What follows belongs to an exercise in optimizing a design on an open flow for small area and a short achievable clock period; a production flow would make more cautious choices.
Where RTL was checked, it was by simulation tests only, not by an equivalence proof against the original.

before:
// executeUnit
module executeUnit (
  input  logic         Clk,
  input  logic         reset,
  input  logic [150:0] idExIn,
  output logic [106:0] exMemOut
);
  localparam bit KS_ALU = 0;
  localparam bit KS_BT  = 0;
  logic [4:0]  inCtrl;
  logic        regDst, aluSrc;
  logic [5:0]  aluOp, funct;
  logic [31:0] pcPlus4, rdA, rdB, imm;
  logic [4:0]  rt, rd, shamt;
  assign inCtrl  = idExIn[150:146];
  assign regDst  = idExIn[145];
  assign aluSrc  = idExIn[144];
  assign aluOp   = idExIn[143:138];
  assign pcPlus4 = idExIn[137:106];
  assign rdA     = idExIn[105:74];
  assign rdB     = idExIn[73:42];
  assign imm     = idExIn[41:10];
  assign rt      = idExIn[9:5];
  assign rd      = idExIn[4:0];
  assign funct   = imm[5:0];
  assign shamt   = imm[10:6];
  logic isR;
  logic dSub, dSlt, dAnd, dOr, dXor, dNor, dSll, dSrl, dShift, dLogic, dArith;
  assign isR    = (aluOp == 6'h00);
  assign dSlt   = (isR & (funct == 6'h2A)) | (aluOp == 6'h0A);
  assign dSub   = (isR & (funct == 6'h22)) | (aluOp == 6'h04) | dSlt;
  assign dAnd   = (isR & (funct == 6'h24)) | (aluOp == 6'h0C);
  assign dOr    = (isR & (funct == 6'h25)) | (aluOp == 6'h0D);
  assign dXor   =  isR & (funct == 6'h26);
  assign dNor   =  isR & (funct == 6'h27);
  assign dSll   =  isR & (funct == 6'h00);
  assign dSrl   =  isR & (funct == 6'h02);
  assign dShift = dSll | dSrl;
  assign dLogic = dAnd | dOr | dXor | dNor;
  assign dArith = ~(dSlt | dLogic | dShift);
  logic [31:0] opB, inP, inG, shIn, shPre;
  logic [3:0]  lutP, lutG;
  assign opB = aluSrc ? imm : rdB;
  logic dAndi, dOri, dNone;
  assign dAndi = dAnd | dOr;                   
  assign dOri  = dOr | dXor;                   
  assign dNone = dAnd | dNor | dShift;         
  assign lutP = {dSub | dAndi, ~(dSub | dNone), ~(dSub | dNone), dSub | dNor};
  assign lutG = {~(dSub | dLogic | dShift), dSub, 2'b00};
  always_comb
    for (int i = 0; i < 32; i++)
      shIn[i] = (dSll & opB[31-i]) | (dSrl & opB[i]);
  assign shPre = shamt[4] ? {16'd0, shIn[31:16]} : shIn;
  always_comb
    for (int i = 0; i < 32; i++) begin
      inP[i] = lutP[{rdA[i], opB[i]}] | shPre[i];
      inG[i] = lutG[{rdA[i], opB[i]}];
    end
  logic [14:0] btLo, btHi0;
  logic        btLoCo, btHiCo;
  pfxAdd #(.N(15), .KS(KS_BT)) btLoAdd_i (.a (pcPlus4[16:2]),  .b (imm[14:0]),  .s (btLo),  .co (btLoCo));
  ...
==> module executeUnit, before the edit <==
module executeUnit (
  input  logic         Clk,
  input  logic         reset,
  input  logic [150:0] idExIn,
  output logic [106:0] exMemOut
);
  localparam bit KS_ALU = 0;
  localparam bit KS_BT  = 0;
  logic [4:0]  inCtrl;
  logic        regDst, aluSrc;
  logic [5:0]  aluOp, funct;
  logic [31:0] pcPlus4, rdA, rdB, imm;
  logic [4:0]  rt, rd, shamt;
  assign inCtrl  = idExIn[150:146];
  assign regDst  = idExIn[145];
  assign aluSrc  = idExIn[144];
  assign aluOp   = idExIn[143:138];
  assign pcPlus4 = idExIn[137:106];
  assign rdA     = idExIn[105:74];
  assign rdB     = idExIn[73:42];
  assign imm     = idExIn[41:10];
  assign rt      = idExIn[9:5];
  assign rd      = idExIn[4:0];
  assign funct   = imm[5:0];
  assign shamt   = imm[10:6];
  logic isR;
  logic dSub, dSlt, dAnd, dOr, dXor, dNor, dSll, dSrl, dShift, dLogic, dArith;
  assign isR    = (aluOp == 6'h00);
  assign dSlt   = (isR & (funct == 6'h2A)) | (aluOp == 6'h0A);
  assign dSub   = (isR & (funct == 6'h22)) | (aluOp == 6'h04) | dSlt;
  assign dAnd   = (isR & (funct == 6'h24)) | (aluOp == 6'h0C);
  assign dOr    = (isR & (funct == 6'h25)) | (aluOp == 6'h0D);
  assign dXor   =  isR & (funct == 6'h26);
  assign dNor   =  isR & (funct == 6'h27);
  assign dSll   =  isR & (funct == 6'h00);
  assign dSrl   =  isR & (funct == 6'h02);
  assign dShift = dSll | dSrl;
  assign dLogic = dAnd | dOr | dXor | dNor;
  assign dArith = ~(dSlt | dLogic | dShift);
  logic [31:0] opB, inP, inG, shIn, shPre;
  logic [3:0]  lutP, lutG;
  assign opB = aluSrc ? imm : rdB;
  logic dAndi, dOri, dNone;
  assign dAndi = dAnd | dOr;                   
  assign dOri  = dOr | dXor;                   
  assign dNone = dAnd | dNor | dShift;         
  assign lutP = {dSub | dAndi, ~(dSub | dNone), ~(dSub | dNone), dSub | dNor};
  assign lutG = {~(dSub | dLogic | dShift), dSub, 2'b00};
  always_comb
    for (int i = 0; i < 32; i++)
      shIn[i] = (dSll & opB[31-i]) | (dSrl & opB[i]);
  assign shPre = shamt[4] ? {16'd0, shIn[31:16]} : shIn;
  always_comb
    for (int i = 0; i < 32; i++) begin
      inP[i] = lutP[{rdA[i], opB[i]}] | shPre[i];
      inG[i] = lutG[{rdA[i], opB[i]}];
    end
  logic [14:0] btLo, btHi0;
  logic        btLoCo, btHiCo;
  pfxAdd #(.N(15), .KS(KS_BT)) btLoAdd_i (.a (pcPlus4[16:2]),  .b (imm[14:0]),  .s (btLo),  .co (btLoCo));
  pfxAdd #(.N(15), .KS(KS_BT)) btHiAdd_i (.a (pcPlus4[31:17]), .b (imm[29:15]), .s (btHi0), .co (btHiCo));
  logic        killQ;                  
  logic [4:0]  ctrlQ, wrQ;
  logic [31:0] rd2Q, pQ, gQ;
  logic        cinQ;
  logic        sumQ, sltQ, srlQ, sllQ;
  logic [3:0]  shamtQ;
  logic [14:0] btLoQ, btHi0Q;
  logic [1:0]  btPcQ;
  logic        btCQ;
  always_ff @(posedge Clk) begin
    killQ  <= reset;
    ctrlQ  <= inCtrl;
    wrQ    <= regDst ? rd : rt;
    rd2Q   <= rdB;
    pQ     <= inP;
    gQ     <= {inG[31:1], inG[0] | (inP[0] & dSub)};
    cinQ   <= dSub;
    sumQ   <= dArith | dLogic;
    sltQ   <= dSlt;
    srlQ   <= dSrl;
    sllQ   <= dSll;
    shamtQ <= shamt[3:0];
    btPcQ  <= pcPlus4[1:0];
    btLoQ  <= btLo;
    btHi0Q <= btHi0;
    btCQ   <= btLoCo;
  end
  logic [31:0] carry, sum, sh, shRev;
  logic        lt, zAdd, zSh, zero;
  logic [31:0] aluRes;
  pfxCarry #(.N(32), .KS(KS_ALU)) aluCarry_i (.p (pQ), .g (gQ), .c (carry));
  assign sum = pQ ^ {carry[30:0], cinQ};
  assign sh = pQ >> shamtQ;
  always_comb for (int i = 0; i < 32; i++) shRev[i] = sh[31-i];
  assign lt = pQ[31] ? sum[31] : gQ[31];
  logic [31:0] kin;
  assign kin  = {pQ[30:0] | gQ[30:0], cinQ};
  assign zAdd = (pQ == kin);
  logic [15:0] keep;
  always_comb for (int k = 0; k < 16; k++) keep[k] = (k >= shamtQ);
  assign zSh  = ~|pQ[31:16] & ~|(pQ[15:0] & keep);
  assign aluRes = ({32{sumQ}} & sum) | ({32{srlQ}} & sh) | ({32{sllQ}} & shRev) |
                  {31'd0, sltQ & lt};
  assign zero   = (sumQ & zAdd) | (sltQ & ~lt) | ((srlQ | sllQ) & zSh);
  logic [14:0] btHi;
  assign btHi = btHi0Q + {14'd0, btCQ};
  logic clr;
  assign clr = reset | killQ;
  always_ff @(posedge Clk) begin
    exMemOut[106:102] <= clr ? 5'd0 : ctrlQ;
    exMemOut[101:70]  <= clr ? 32'd0 : {btHi, btLoQ, btPcQ};
    exMemOut[69]      <= ~reset & (killQ | zero);
    exMemOut[68:37]   <= clr ? 32'd0 : aluRes;
    exMemOut[36:5]    <= clr ? 32'd0 : rd2Q;
    exMemOut[4:0]     <= clr ? 5'd0 : wrQ;
  end
endmodule
Settings: LEC_CHECK=0, CAP_MARGIN=20, CORE_MARGIN=2, CORE_UTILIZATION=40, SETUP_SLACK_MARGIN=2.9, SLEW_MARGIN=20; clock period 5.0 ns.
standard.sh (not shown) runs the stock make flow with config.mk's settings and CLKGATE_MAP_FILE= SYNTH_SCRIPT=/design/flow/synth_recipe.tcl, a recipe that flattens the netlist after the stock synthesis.
==> flow/flow/run.sh <==
#!/bin/bash
# Own layout flow: the standard ORFS flow with four changes.
#  * ABC maps for delay (dch; map -D) instead of ORFS's area-recovering script.
#  * Yosys does not extract full/half adder cells, so ABC sees the whole
#    carry logic (ADDER_MAP_FILE empty).
#  * Clock tree from clkbuf_8 cells, without dummy loads.
#  * Port buffers are buf_2 cells instead of clkdlybuf4s50_1 delay cells.
# The synthesis itself is otherwise ORFS's (synth_recipe.tcl), so the registers
# and their names are the standard synthesis's.
set -euo pipefail
W=$PWD
rm -rf "$W/scripts_own"
cp -r "$FLOW_HOME/scripts" "$W/scripts_own"
cp "$W/flow/abc_speed.script" "$W/scripts_own/abc_speed.script"
export SCRIPTS_DIR="$W/scripts_own"
export ADDER_MAP_FILE=
export BUFFER_PORTS_ARGS="-buffer_cell sky130_fd_sc_hd__buf_2"
export CTS_ARGS="-sink_clustering_enable -repair_clock_nets -buf_list sky130_fd_sc_hd__clkbuf_8 -dont_use_dummy_load"
bash standard.sh synth > "$W/own_synth.log" 2>&1
bash standard.sh > "$W/own_layout.log" 2>&1
==> flow/flow/abc_speed.script <==
strash
dch
map -D 800
buffer -p
upsize -D 800
dnsize -D 800
stime -p
--- input diff before..after ---
==> flow/design.v, changed modules only <==
module executeUnit (
  input  logic         Clk,
  input  logic         reset,
  input  logic [150:0] idExIn,
  output logic [106:0] exMemOut
);
  localparam bit KS_ALU = 0;
  localparam bit KS_BT  = 0;
  logic [4:0]  inCtrl;
  logic        regDst, aluSrc;
  logic [5:0]  aluOp, funct;
  logic [31:0] pcPlus4, rdA, rdB, imm;
  logic [4:0]  rt, rd, shamt;
  assign inCtrl  = idExIn[150:146];
  assign regDst  = idExIn[145];
  assign aluSrc  = idExIn[144];
  assign aluOp   = idExIn[143:138];
  assign pcPlus4 = idExIn[137:106];
  assign rdA     = idExIn[105:74];
  assign rdB     = idExIn[73:42];
  assign imm     = idExIn[41:10];
  assign rt      = idExIn[9:5];
  assign rd      = idExIn[4:0];
  assign funct   = imm[5:0];
  assign shamt   = imm[10:6];
  logic isR;
  logic dSub, dSlt, dAnd, dOr, dXor, dNor, dSll, dSrl, dShift, dLogic, dArith;
  assign isR    = (aluOp == 6'h00);
  assign dSlt   = (isR & (funct == 6'h2A)) | (aluOp == 6'h0A);
  assign dSub   = (isR & (funct == 6'h22)) | (aluOp == 6'h04) | dSlt;
  assign dAnd   = (isR & (funct == 6'h24)) | (aluOp == 6'h0C);
  assign dOr    = (isR & (funct == 6'h25)) | (aluOp == 6'h0D);
  assign dXor   =  isR & (funct == 6'h26);
  assign dNor   =  isR & (funct == 6'h27);
  assign dSll   =  isR & (funct == 6'h00);
  assign dSrl   =  isR & (funct == 6'h02);
  assign dShift = dSll | dSrl;
  assign dLogic = dAnd | dOr | dXor | dNor;
  assign dArith = ~(dSlt | dLogic | dShift);
  logic [31:0] opB, inP, inG, shIn, shPre;
  logic [3:0]  lutP, lutG;
  assign opB = aluSrc ? imm : rdB;
  logic dAndi, dOri, dNone;
  assign dAndi = dAnd | dOr;                   
  assign dOri  = dOr | dXor;                   
  assign dNone = dAnd | dNor | dShift;         
  assign lutP = {dSub | dAndi, ~(dSub | dNone), ~(dSub | dNone), dSub | dNor};
  assign lutG = {~(dSub | dLogic | dShift), dSub, 2'b00};
  always_comb
    for (int i = 0; i < 32; i++)
      shIn[i] = (dSll & opB[31-i]) | (dSrl & opB[i]);
  assign shPre = shamt[4] ? {16'd0, shIn[31:16]} : shIn;
  always_comb
    for (int i = 0; i < 32; i++) begin
      inP[i] = lutP[{rdA[i], opB[i]}] | shPre[i];
      inG[i] = lutG[{rdA[i], opB[i]}];
    end
  logic [3:0] lutG0;
  logic       inG0;
  assign lutG0 = {lutG[3] | dSub, dSub, 1'b0, dSub};
  assign inG0  = lutG0[{rdA[0], opB[0]}];
  logic [14:0] btLo, btHi0;
  logic        btLoCo, btHiCo;
  pfxAdd #(.N(15), .KS(KS_BT)) btLoAdd_i (.a (pcPlus4[16:2]),  .b (imm[14:0]),  .s (btLo),  .co (btLoCo));
  pfxAdd #(.N(15), .KS(KS_BT)) btHiAdd_i (.a (pcPlus4[31:17]), .b (imm[29:15]), .s (btHi0), .co (btHiCo));
  logic        killQ;                  
  logic [4:0]  ctrlQ, wrQ;
  logic [31:0] rd2Q, pQ, gQ;
  logic        cinQ;
  logic        sumQ, sltQ, srlQ, sllQ;
  logic [3:0]  shamtQ;
  logic [14:0] btLoQ, btHi0Q;
  logic [1:0]  btPcQ;
  logic        btCQ;
  always_ff @(posedge Clk) begin
    killQ  <= reset;
    ctrlQ  <= inCtrl;
    wrQ    <= regDst ? rd : rt;
    rd2Q   <= rdB;
    pQ     <= inP;
    gQ     <= {inG[31:1], inG0};
    cinQ   <= dSub;
    sumQ   <= dArith | dLogic;
    sltQ   <= dSlt;
    srlQ   <= dSrl;
    sllQ   <= dSll;
    shamtQ <= shamt[3:0];
    btPcQ  <= pcPlus4[1:0];
    btLoQ  <= btLo;
    btHi0Q <= btHi0;
    btCQ   <= btLoCo;
  end
  logic clr;
  assign clr = reset | killQ;
  logic [31:0] carry, sum, sh, shRev;
  logic        lt, zAdd, zSh, zero;
  logic [31:0] aluRes;
  pfxCarry #(.N(32), .KS(KS_ALU)) aluCarry_i (.p (pQ), .g (gQ), .c (carry));
  assign sum = pQ ^ {carry[30:0], cinQ};
  assign sh = pQ >> shamtQ;
  always_comb for (int i = 0; i < 32; i++) shRev[i] = sh[31-i];
  assign lt = pQ[31] ? sum[31] : gQ[31];
  logic [31:0] kin;
  assign kin  = {pQ[30:0] | gQ[30:0], cinQ};
  assign zAdd = (pQ == kin);
  logic [15:0] keep;
  always_comb for (int k = 0; k < 16; k++) keep[k] = (k >= shamtQ);
  assign zSh  = ~|pQ[31:16] & ~|(pQ[15:0] & keep);
  logic selSum, selSrl, selSll, selSlt;
  assign selSum = sumQ & ~clr;
  assign selSrl = srlQ & ~clr;
  assign selSll = sllQ & ~clr;
  assign selSlt = sltQ & ~clr;
  assign aluRes = ({32{selSum}} & sum) | ({32{selSrl}} & sh) | ({32{selSll}} & shRev) |
                  {31'd0, selSlt & lt};
  assign zero   = (sumQ & zAdd) | (sltQ & ~lt) | ((srlQ | sllQ) & zSh);
  logic [14:0] btHi;
  assign btHi = btHi0Q + {14'd0, btCQ};
  always_ff @(posedge Clk) begin
    exMemOut[106:102] <= clr ? 5'd0 : ctrlQ;
    exMemOut[101:70]  <= clr ? 32'd0 : {btHi, btLoQ, btPcQ};
    exMemOut[69]      <= ~reset & (killQ | zero);
    exMemOut[68:37]   <= aluRes;
    exMemOut[36:5]    <= clr ? 32'd0 : rd2Q;
    exMemOut[4:0]     <= clr ? 5'd0 : wrQ;
  end
endmodule
--- outcome ---
Higher worst-case setup slack after placement was reported by before, not after. after does worse than before on wire length of the first global-routing pass. Initial antenna violation count, before and after, higher one = after. Share of the final layout cell area in multi-input gates across before and after: no real change. Relative to before, largest fanout on the critical path increased by 5 in after. On area of the die, before and after are basically level.
Only the layout flow was run in after; the RTL was not checked for function there.

[what the ideal ports hide]
In the flow no input, the clock included, has a driving cell. The finished layouts below were timed again as built, in two steps. Step 1 (the two cells are an assumption about what drives the block):
set clk [get_ports {Clk}]
set_driving_cell -lib_cell sky130_fd_sc_hd__clkbuf_16 $clk
set_driving_cell -lib_cell sky130_fd_sc_hd__buf_2 [delete_from_list [all_inputs] $clk]
Step 2 times the ports against the registers' clock, not the clock port: input delays grow and output delays shrink by t, the midpoint of the rising clock arrivals with the driver on. a / b / c = no drivers / after step 1 / after step 2; a / b = the first two.
run	shift t [ns]	setup WS [ns]	hold WS [ns]	pins driven straight from the clock port
before	0.637	2.872 / 2.872 / 2.265	0.398 / 0.398 / 0.398	1
after	0.621	2.829 / 2.845 / 2.224	0.402 / 0.402 / 0.402	1
After both steps setup and hold are still met in every run listed. For before, which loses most, drivers alone change the setup slack by 0.000 ns; drivers and shift together by -0.607 ns.
